This is an optimization exercise on Yosys and OpenROAD, whose aim is small area, a short achievable clock period and few clock cycles per item, not a production implementation. No functional check of the RTL was part of any run shown here.

## flow/design.v (module list and top-level ports; edited modules follow where they fit)
// module arr_mult_fa: 10 lines
// module arr_mult_ha: 9 lines
// module arr_mult_hold: 8 lines
// module arr_multiplier_pipe: 3429 lines
module arr_multiplier_pipe #(
  parameter int INPUT_BIT_SIZE = 32,
  parameter int STAGES         = 4
) (
  input  logic                          Clk,
  input  logic                          Reset,
  input  logic                          InValid,
  output logic                          InReady,
  input  logic [INPUT_BIT_SIZE-1:0]     InA,
  input  logic [INPUT_BIT_SIZE-1:0]     InB,
  input  logic                          Signed,
  output logic                          OutValid,
  input  logic                          OutReady,
  output logic [2*INPUT_BIT_SIZE-1:0]   Out
);
  // ...
==> flow/flow/run.sh <==
#!/bin/bash
# The standard layout (standard.sh), with three changes to how it is made:
#  - the input and output ports get sky130_fd_sc_hd__buf_2 buffers instead of the
#    buffer the resizer picks on its own (a slow delay cell);
#  - the resizer's timing repair aims for SETUP_SLACK_MARGIN ns of setup slack, so it
#    works on the paths that set the achieved period, not only on violations;
#  - clock tree synthesis adds no dummy loads (same clustering as config.mk).
# The clock period, SDC and every other setting are the standard flow's. The make output goes to
# standard.log; each ORFS step keeps its own log under orfs/logs/.
set -euo pipefail
export SETUP_SLACK_MARGIN=18.0
export BUFFER_PORTS_ARGS="-buffer_cell sky130_fd_sc_hd__buf_2"
export CTS_ARGS="-sink_clustering_enable -repair_clock_nets -dont_use_dummy_load -sink_clustering_size 25 -sink_clustering_max_diameter 100"
bash standard.sh > standard.log 2>&1
==> flow/standard.sh <==
#!/bin/bash
# synth_recipe.tcl (not shown) runs the flow's synth.tcl, then flattens the netlist and writes it again
# the make line also repeats each setting of config.mk as NAME=value (left out here)
make -C /OpenROAD-flow-scripts/flow DESIGN_CONFIG=/design/flow/config.mk WORK_HOME=/design/flow/orfs CLKGATE_MAP_FILE= SYNTH_SCRIPT=/design/flow/synth_recipe.tcl "${@:-finish}"
==> flow/config.mk <==
export PLATFORM = sky130hd
export DESIGN_NAME = arr_multiplier_pipe
export DESIGN_NICKNAME = arr_multiplier_pipe
export VERILOG_FILES = /design/flow/design.v
export SDC_FILE = /design/flow/constraint.sdc
export NUM_CORES = 4
export LEC_CHECK = 0
export ABC_AREA = 1
export CAP_MARGIN = 20
export CORE_MARGIN = 2
export CORE_UTILIZATION = 40
export CTS_CLUSTER_DIAMETER = 100
export CTS_CLUSTER_SIZE = 25
export SLEW_MARGIN = 20
export SYNTH_HIERARCHICAL = 1
export SYNTH_MINIMUM_KEEP_SIZE = 0
==> flow/constraint.sdc <==
create_clock -name core_clock -period 24.0 [get_ports {Clk}]
set_input_delay 4.8000 -clock core_clock [delete_from_list [all_inputs] [get_ports {Clk}]]
set_output_delay 4.8000 -clock core_clock [all_outputs]
set_load 0.01 [all_outputs]
==> impl_metrics.env, run 1 <==
export IMPL_cp_endpoint="m_x38"
export IMPL_multiInputGateArea_um2=22100
export IMPL_synth_edf_count=154
export IMPL_grt_pass1_vias=24200
export IMPL_synthCells=3089
export IMPL_overflow=0
export IMPL_post_dp_cell_area_um2=32700
export IMPL_use_met2=0.374
export IMPL_grt_use_total=0.253
export IMPL_gp_congestion=0.886
export IMPL_final_cell_area_um2=33600
export IMPL_seq_cell_count=288
export IMPL_cts_made_buffers=21
export IMPL_yosysUniqueCellTypes=32
export IMPL_use_met1=0.351
export IMPL_synth_top_area_cell="fa_1"
export IMPL_worst_slack_ns=18.10
export IMPL_status="complete, no violations"
export IMPL_synth_area_um2=31100
export IMPL_fin_skew_ns=0.0592
export IMPL_worst_pin_slew_ns=0.958
export IMPL_post_drt_via_cell_ratio=5.80
export IMPL_drtIter0Drc=2648
export IMPL_r2r_end="m_x38"
export IMPL_critPathMostFrequentCell="fa_1"
export IMPL_syn_nets=3740
export IMPL_max_cap_violations=0
export IMPL_min_from="o_q[24]"
export IMPL_setup_viol=0
export IMPL_final_cell_mix="xor2_1 (515), fa_1 (507), o22ai_1 (497)"
export IMPL_row_count=102
export IMPL_synth_avg_cell_area_um2=10.1
export IMPL_synthTopCellsByCount="xor2_1 (515), fa_1 (507), o22ai_1 (497)"
export IMPL_synth_top_family_by_area="adder cells"
export IMPL_regArea_um2=7340
export IMPL_top_usage_layer="met2"
export IMPL_taps=1040
export IMPL_period_minus_slack_ns=5.90
export IMPL_clockBufferDepth=3
export IMPL_h_tree_depth=1
export IMPL_root_buffer="clkbuf_16"
export IMPL_yosysMostFrequentCell="xor2_1"
==> module arr_mult_hold, before the edit <==
module arr_mult_hold (
  input  logic i_en,
  input  logic i_d,
  input  logic i_q,
  output logic o_d
);
  assign o_d = i_en ? i_d : i_q;
endmodule
==> run 2, diff against run 1 <==
--- a/flow/design.v
+++ b/flow/design.v
@@ -27,21 +27,22 @@
   output logic o_s,
   output logic o_c
 );
   assign o_s = i_a ^ i_b;
   assign o_c = i_a & i_b;
 endmodule
 module arr_mult_hold (
   input  logic i_en,
+  input  logic i_enb,
   input  logic i_d,
   input  logic i_q,
   output logic o_d
 );
-  assign o_d = i_en ? i_d : i_q;
+  assign o_d = (i_en & i_d) | (i_enb & i_q);
 endmodule
 module arr_multiplier_pipe #(
   parameter int INPUT_BIT_SIZE = 32,
   parameter int STAGES         = 4
 ) (
   input  logic                          Clk,
   input  logic                          Reset,
   input  logic                          InValid,
@@ -62,19 +63,21 @@
   logic [31:0] b;
   logic        s;
   logic [63:0] prod, o_q;
   assign en      = !q_vl;
   assign o_en    = !o_vl || OutReady;
   assign InReady = !q_vl2;
   logic [63:0] o_nxt;
   logic [63:0] o_new;
+  logic        o_enb;
   assign o_new = q_vl ? q_q : prod;
+  assign o_enb = o_vl && !OutReady;
   for (genvar i = 0; i < 64; i++) begin : g_ohold
-    arr_mult_hold u_ohold (.i_en(o_en), .i_d(o_new[i]), .i_q(o_q[i]), .o_d(o_nxt[i]));
+    arr_mult_hold u_ohold (.i_en(o_en), .i_enb(o_enb), .i_d(o_new[i]), .i_q(o_q[i]), .o_d(o_nxt[i]));
   end
   always_ff @(posedge Clk or negedge Reset) begin
     if (!Reset) begin
       r_vl <= 1'b0;
       o_vl <= 1'b0;
       o_vl2 <= 1'b0;
       m_vl <= 1'b0;
       q_vl <= 1'b0;
==> flow/config.mk (replaced) <==
export PLATFORM = sky130hd
export DESIGN_NAME = arr_multiplier_pipe
export DESIGN_NICKNAME = arr_multiplier_pipe
export VERILOG_FILES = /design/flow/design.v
export SDC_FILE = /design/flow/constraint.sdc
export NUM_CORES = 4
export LEC_CHECK = 0
export ABC_AREA = 1
export CAP_MARGIN = 20
export CORE_MARGIN = 2
export CORE_UTILIZATION = 50
export CTS_CLUSTER_DIAMETER = 100
export CTS_CLUSTER_SIZE = 25
export PLACE_DENSITY = 0.65
export SLEW_MARGIN = 20
export SYNTH_HIERARCHICAL = 1
export SYNTH_MINIMUM_KEEP_SIZE = 0
==> run 2 against run 1 <==
Against the previous run: still clean; flip-flop and latch count stayed put; non-clock buffer count is 11 higher; area after synthesis is 0.97% lower; via count is 3.0% higher; first-iteration DRC count is 23% higher; critical path depth is 1 lower; wire length is 3.6% higher; sequential share of layout area is 0.35 points higher; count of clock-buffer cells in the layout is 2 lower; global-route usage is 7.3 points higher; register-to-register slack worse by 0.11 ns.
==> impl_metrics.env, run 2 <==
export IMPL_grt_use_total=0.326
export IMPL_die_h_um=252
export IMPL_drv_slew=0
export IMPL_h_tree_depth=1
export IMPL_numClockSinks=288
export IMPL_slew_headroom=0.264
export IMPL_hold_path_endpoint="o_q[32]"
export IMPL_rsz0062_at_grt="yes"
export IMPL_mostFrequentLayoutCell="xor2_1"
export IMPL_syn_nets=3665
export IMPL_hold_buffers=0
export IMPL_post_drt_via_cell_ratio=6.47
export IMPL_crit_fanout=37
export IMPL_synth_top_area_cell="fa_1"
export IMPL_worstHoldPathCells=2
export IMPL_final_cell_area_um2=33100
export IMPL_grt_pass1_vias=25500
export IMPL_hold_class="register to register"
export IMPL_crit_path_start_kind="register"
export IMPL_worst_pin_slew_ns=1.10
export IMPL_post_dp_cell_area_um2=32200
export IMPL_diodes=0
export IMPL_end_kind="register"
export IMPL_yosysUniqueCellTypes=32
export IMPL_reg2regPathDepth=13
export IMPL_overflow=0
export IMPL_root_buffer="clkbuf_16"
export IMPL_finalHoldViolations=0
export IMPL_synthTopCellsByCount="xor2_1 (514), fa_1 (507), o22ai_1 (496)"
export IMPL_core_area_um2=61400
export IMPL_grt_pass1_wl_um=156000
export IMPL_row_count=91
export IMPL_vias=24500
export IMPL_finalSetupTns_ns=0
export IMPL_final_cell_mix="xor2_1 (514), fa_1 (507), o22ai_1 (496)"
export IMPL_timing_fmax_ghz=0.166
export IMPL_r2r_start="b[29]"
export IMPL_required_ns=24.25
export IMPL_area_growth_pct=7.29
export IMPL_synth_avg_cell_area_um2=10.2
export IMPL_ant_nets=0
export IMPL_yosysMostFrequentCell="xor2_1"
export IMPL_initial_core_util=0.502
export IMPL_gp_congestion=0.956
export IMPL_final_net_count=3644
export IMPL_clockBufferDepth=3
export IMPL_crit_arrival_ns=6.25
export IMPL_multiInputGateArea_um2=22100
export IMPL_status="complete, no violations"
export IMPL_path_clk_slew_ns=0.09
export IMPL_die_w_um=252
export IMPL_r2r_end="m_x46"
export IMPL_ys_ff_latch=288
export IMPL_num_io_pins=135
export IMPL_rrSetupSlack_ns=17.99
export IMPL_drc=0
export IMPL_synth_top_cell_area_share=0.329
export IMPL_synth_edf_count=154
export IMPL_regArea_um2=7340
export IMPL_path_class="register to register"
export IMPL_drive_gt1_frac=0.101
export IMPL_synth_area_um2=30800
export IMPL_clk_insertion_delay_late_ns=0.57
export IMPL_seq_area_frac_synth=0.238
export IMPL_n_fill_cell=5369
export IMPL_grt_max_degree=109
export IMPL_drt_wl_total_um=104000
export IMPL_dp_hpwl_um=67900
export IMPL_fin_skew_ns=0.0625
export IMPL_die_area_um2=63600
export IMPL_yosys_warnings=7
export IMPL_async_flop_share=0.0208
export IMPL_min_from="o_q[32]"
export IMPL_max_cap_violations=0
export IMPL_drtIter0Drc=3259
export IMPL_ys_top_cells_by_area="fa_1 (33%), edfxtp_1 (15%), xor2_1 (15%)"
export IMPL_wl_per_cell_um=27.4
export IMPL_synthCells=3014
export IMPL_finalCritPeriodShare=0.250
export IMPL_cts_made_buffers=19
export IMPL_grt_antenna_before_repair=0
export IMPL_setup_viol=0
export IMPL_port_buffers=134
export IMPL_first_pass_iters=9
export IMPL_cts_tree="built"
export IMPL_period_minus_slack_ns=6.01
export IMPL_top_regs="o_q: 64 flops, q_q: 64 flops"
export IMPL_synthFlopType="edfxtp_1"
==> run 2: changes by cell type after synthesis, moves of 12 or more <==
cell,delta
inv_1,-46
clkbuf_1,+42
o21ai_0,-35
buf_2,-26
buf_1,-18
inv_2,-18
nand2_1,+15
o221ai_1,+12
==> run 2: layout make-up <==
cell class | count | area share
flip-flops and latches | 288 | 0.222
repair buffers | 231 | 0.0486
inverters | 145 | 0.0172
repair inverters | 1 | 0.000151
clock buffers | 19 | 0.0144
multi-input cells | 2307 | 0.668
well taps | 790 | 0.0299
==> run 2: repair_timing <==
item	4_1_cts	5_1_grt
buffers inserted	0	12
endpoints found under the setup margin	93	29
pin swaps	1	1
cloned	1	1
resized for setup	16	66
==> run 2: how the worst max path moves through the flow <==
stage	cells past startpoint	startpoint	end	slack, ns
3_5_place_dp	6	OutReady	o_q[40]	17.32
6_report	13	b[29]	m_x46	17.99
5_1_grt	14	b[15]	m_x38	17.97
4_1_cts	15	b[5]	m_x38	17.90
2_1_floorplan	4	OutReady	o_q[0]	17.21
3_3_place_gp	6	OutReady	o_q[50]	17.38
==> run 2: critical path, cell delays in order, from the launching register on <==
cell and delay [ns]:
edfxtp_1 0.39, clkbuf_8 0.44, inv_1 0.25, o21ai_4 0.51
buf_4 0.39, o22ai_1 0.14, xor2_1 0.27, fa_1 0.49
fa_1 0.41, fa_1 0.48, fa_1 0.50, fa_1 0.42
fa_1 0.42, fa_1 0.52
==> run 2: cells by family (layout without fill, tap and decap cells) <==
group                      count (synthesis)  count (layout)  share of synthesized area
AOI/OAI and AO/OA                        612             613                      0.123
buffers and inverters                    420             396                     0.0525
and+or+nand+nor                          569             569                     0.0718
DFF                                      288             288                      0.238
adders and majority gates                582             582                      0.360
xor gates and xnor gates                 543             543                      0.154
==> run 2: routing by layer <==
layer | share of wire | routed length, µm | vias up | global-route usage
met2 | 0.44 | 45100 | 1843 | 0.486
met3 | 0.13 | 13100 | 445 | 0.0947
li1 | - | - | 10100 | -
met5 | 0 | 0 | - | 0
met4 | 0.058 | 5980 | 0 | 0.164
met1 | 0.38 | 39400 | 12100 | 0.434
==> run 2: per-stage QoR <==
step	setup WS, ns	hold WS (ns)	util	cells
CTS	17.90	0.439	0.533	3768
finish	17.99	0.434	0.539	3781
detailed placement	17.32	0.423	0.524	3748
floorplan	17.21	0.418	-	3014
global route	17.97	0.455	0.539	3781
global placement	17.38	0.421	0.524	3748
==> run 2: Yosys stat by module, one instance, submodules excluded <==
| module | times used | cell area [µm²] | cells |
|---|---|---|---|
| arr_mult_hold | 64 | 11.3 | 3 |
| arr_mult_ha | 8 | 12.5 | 1 |
| arr_mult_fa | 502 | 20.0 | 1 |
| arr_multiplier_pipe | 1 | 19900 | 2312 |
==> run 3, diff against run 2 <==
--- a/flow/flow/run.sh
+++ b/flow/flow/run.sh
@@ -9,5 +9,5 @@
 # standard.log; each ORFS step keeps its own log under orfs/logs/.
 set -euo pipefail
-export SETUP_SLACK_MARGIN=18.0
+export SETUP_SLACK_MARGIN=18.15
 export BUFFER_PORTS_ARGS="-buffer_cell sky130_fd_sc_hd__buf_2"
 export CTS_ARGS="-sink_clustering_enable -repair_clock_nets -dont_use_dummy_load -sink_clustering_size 25 -sink_clustering_max_diameter 100"
==> run 3 against run 2 <==
Against the previous run: cell count increased by 0.24%; core utilization increased by 0.93 points; die area unchanged; synthesized cell count unchanged; global-route usage about the same; register-to-register slack improved by 0.21 ns; count of clock-buffer cells in the layout unchanged; clock skew decreased by 0.0028 ns; cell area increased by 1.7%.
==> impl_metrics.env, run 3 <==
export IMPL_die_area_um2=63600
export IMPL_cts_made_buffers=19
export IMPL_yosysUniqueCellTypes=32
export IMPL_top_regs="o_q: 64 flops, q_q: 64 flops"
export IMPL_drc=0
export IMPL_async_flop_share=0.0208
export IMPL_root_buffer="clkbuf_16"
export IMPL_grt_use_total=0.326
export IMPL_mostFrequentLayoutCell="xor2_1"
export IMPL_rsz0062_at_grt="yes"
export IMPL_synthFlopType="edfxtp_1"
export IMPL_path_class="register to primary output"
export IMPL_grt_antenna_before_repair=0
export IMPL_post_place_ws_ns=17.32
export IMPL_setup_viol=0
export IMPL_r2r_end="m_x38"
export IMPL_clk_insertion_delay_late_ns=0.57
export IMPL_synth_top_area_cell="fa_1"
export IMPL_wirelength_met1_um=39100
export IMPL_worst_slack_ns=18.11
export IMPL_status="complete, no violations"
export IMPL_core_area_um2=61400
export IMPL_wl_met2_um=45100
export IMPL_period_minus_slack_ns=5.89
export IMPL_ant_nets=0
export IMPL_timing_fmax_ghz=0.170
export IMPL_end_kind="primary output"
export IMPL_die_w_um=252
export IMPL_area_growth_pct=9.14
export IMPL_fin_skew_ns=0.0598
export IMPL_numClockSinks=288
export IMPL_finalSetupTns_ns=0
export IMPL_crit_path_start_kind="register"
export IMPL_vias=24600
export IMPL_synth_area_um2=30800
export IMPL_drive_gt1_frac=0.127
export IMPL_ys_ff_latch=288
export IMPL_seq_area_frac_synth=0.238
export IMPL_hold_buffers=0
export IMPL_port_buffers=134
export IMPL_met3_length_um=13500
export IMPL_post_drt_via_cell_ratio=6.49
export IMPL_final_cell_area_um2=33600
export IMPL_overflow=0
export IMPL_h_tree_depth=1
export IMPL_die_h_um=252
export IMPL_finalCritPeriodShare=0.245
export IMPL_slew_headroom=0.248
export IMPL_dp_hpwl_um=67900
export IMPL_cts_tree="built"
export IMPL_final_cell_mix="xor2_1 (514), fa_1 (507), o22ai_1 (496)"
export IMPL_reg2regPathDepth=11
export IMPL_synth_avg_cell_area_um2=10.2
export IMPL_synthTopCellsByCount="xor2_1 (514), fa_1 (507), o22ai_1 (496)"
export IMPL_drv_slew=0
export IMPL_r2r_start="a[31]"
export IMPL_required_ns=19.20
export IMPL_post_dp_cell_area_um2=32200
export IMPL_grt_max_degree=109
export IMPL_syn_nets=3665
export IMPL_final_net_count=3653
export IMPL_drt_wl_total_um=104000
export IMPL_synth_edf_count=154
export IMPL_cp_endpoint="InReady"
export IMPL_ys_top_cells_by_area="fa_1 (33%), edfxtp_1 (15%), xor2_1 (15%)"
export IMPL_initial_core_util=0.502
export IMPL_yosys_warnings=7
export IMPL_crit_arrival_ns=1.09
export IMPL_num_io_pins=135
export IMPL_worst_pin_slew_ns=1.13
export IMPL_rrSetupSlack_ns=18.20
export IMPL_gp_congestion=0.956
export IMPL_synth_top_cell_area_share=0.329
export IMPL_finalHoldViolations=0
export IMPL_drtIter0Drc=3380
export IMPL_worstSetupStartpoint="q_vl2"
export IMPL_max_cap_violations=0
export IMPL_first_pass_iters=6
export IMPL_synthCells=3014
export IMPL_grt_pass1_wl_um=156000
export IMPL_wl_per_cell_um=27.5
export IMPL_hold_class="register to register"
export IMPL_row_count=91
export IMPL_diodes=0
export IMPL_path_clk_slew_ns=0.10
export IMPL_clockBufferDepth=3
export IMPL_top_layer="met4"
export IMPL_crit_fanout=1
export IMPL_yosysMostFrequentCell="xor2_1"
export IMPL_grt_pass1_vias=25600
==> run 3: cell count changes in the layout (fill, tap and decap cells not counted), sizes merged <==
cell / previous run / this run
inv: 140 / 139
buf: 224 / 237
clkinvlp: 5 / 7
clkinv: 1 / 0
clkbuf: 26 / 22
==> run 3: metal layers <==
layer  vias up  GRT usage
li1      10100          -
met1     12100      0.430
met2      1917      0.484
met3       476     0.0986
met4         0      0.174
met5         -          0
==> run 3: area by class of cell <==
type / instances / area [µm²]
fill: 5305 / 27700
timing repair inverter: 1 / 5.00
sequential: 288 / 7420
inverter: 145 / 579
timing repair buffer: 240 / 2070
multi-input combinational: 2307 / 22100
tap: 790 / 988
clock buffer: 19 / 475
==> run 3: logic make-up after synthesis <==
family / share of synthesized area
compound gates: 0.123
xor+xnor: 0.154
fa+ha+maj: 0.360
buf+inv: 0.0525
flops: 0.238
simple gates: 0.0718
==> run 3: Yosys stat by module (local to each module, per instance) <==
module,flip-flops and latches,cells inside
arr_multiplier_pipe,288,2312
arr_mult_fa,0,1
arr_mult_ha,0,1
arr_mult_hold,0,3
==> run 3: repair_timing <==
action | in CTS | in global routing
endpoints found under the setup margin | 146 | 150
cloned | 1 | 1
pin swaps | 2 | 2
buffers inserted | 3 | 18
resized for setup | 84 | 137
==> run 3: critical path: stages, from the launching register on <==
cell	delay (ns)
dfrtp_1	0.37
inv_1	0.04
buf_2	0.11
==> run 3: metrics by stage <==
stage                     utilization  hold WS, ns  instances
after floorplan                     -        0.418       3014
after global placement          0.524        0.421       3748
after detailed placement        0.524        0.423       3748
after CTS                       0.537        0.438       3771
after global routing            0.548        0.450       3790
final                           0.548        0.433       3790
==> run 3: worst min-delay path by stage <==
stage	start	to	slack, ns	cells after the start
floorplan	q_q[62]	q_q[62]	0.42	2
global placement	o_q[29]	o_q[29]	0.42	2
detailed placement	o_q[34]	o_q[34]	0.42	2
CTS	o_q[61]	o_q[61]	0.44	2
global route	o_q[32]	o_q[32]	0.45	2
finish	o_q[32]	o_q[32]	0.43	2

-- afterwards: timing with drivers on the ports --
The results above use ideal ports. As a check the final layouts listed here were re-extracted and re-timed, cells and wires unchanged. Step 1 sets driving cells, clkbuf_16 on the clock port and buf_2 on the other inputs (assumed; they add their load-dependent delay and slew). Step 2 moves the port delays by t, midway between the first and last clock arrival at a register: inputs arrive t later, outputs are due t later. That takes back most of the time a late clock gives input paths. Three values: ideal ports, drivers, drivers and shift; two values: the first two.
run | shift t [ns] | setup slack, ns | worst hold slack (ns) | worst setup path after step 2 | worst register clock-pin slew, ns
run 1 | 0.619 | 18.102 / 18.048 / 17.690 | 0.442 / 0.442 / 0.442 | input to register | 0.10 / 0.10
run 2 | 0.601 | 17.994 / 17.994 / 17.635 | 0.434 / 0.434 / 0.434 | input to register | 0.10 / 0.10
run 3 | 0.603 | 18.112 / 18.046 / 17.838 | 0.433 / 0.433 / 0.433 | input to register | 0.10 / 0.10
After both steps every run listed still meets setup and hold. For run 1, which loses most, drivers alone change the setup slack by -0.054 ns; drivers and shift together by -0.412 ns.
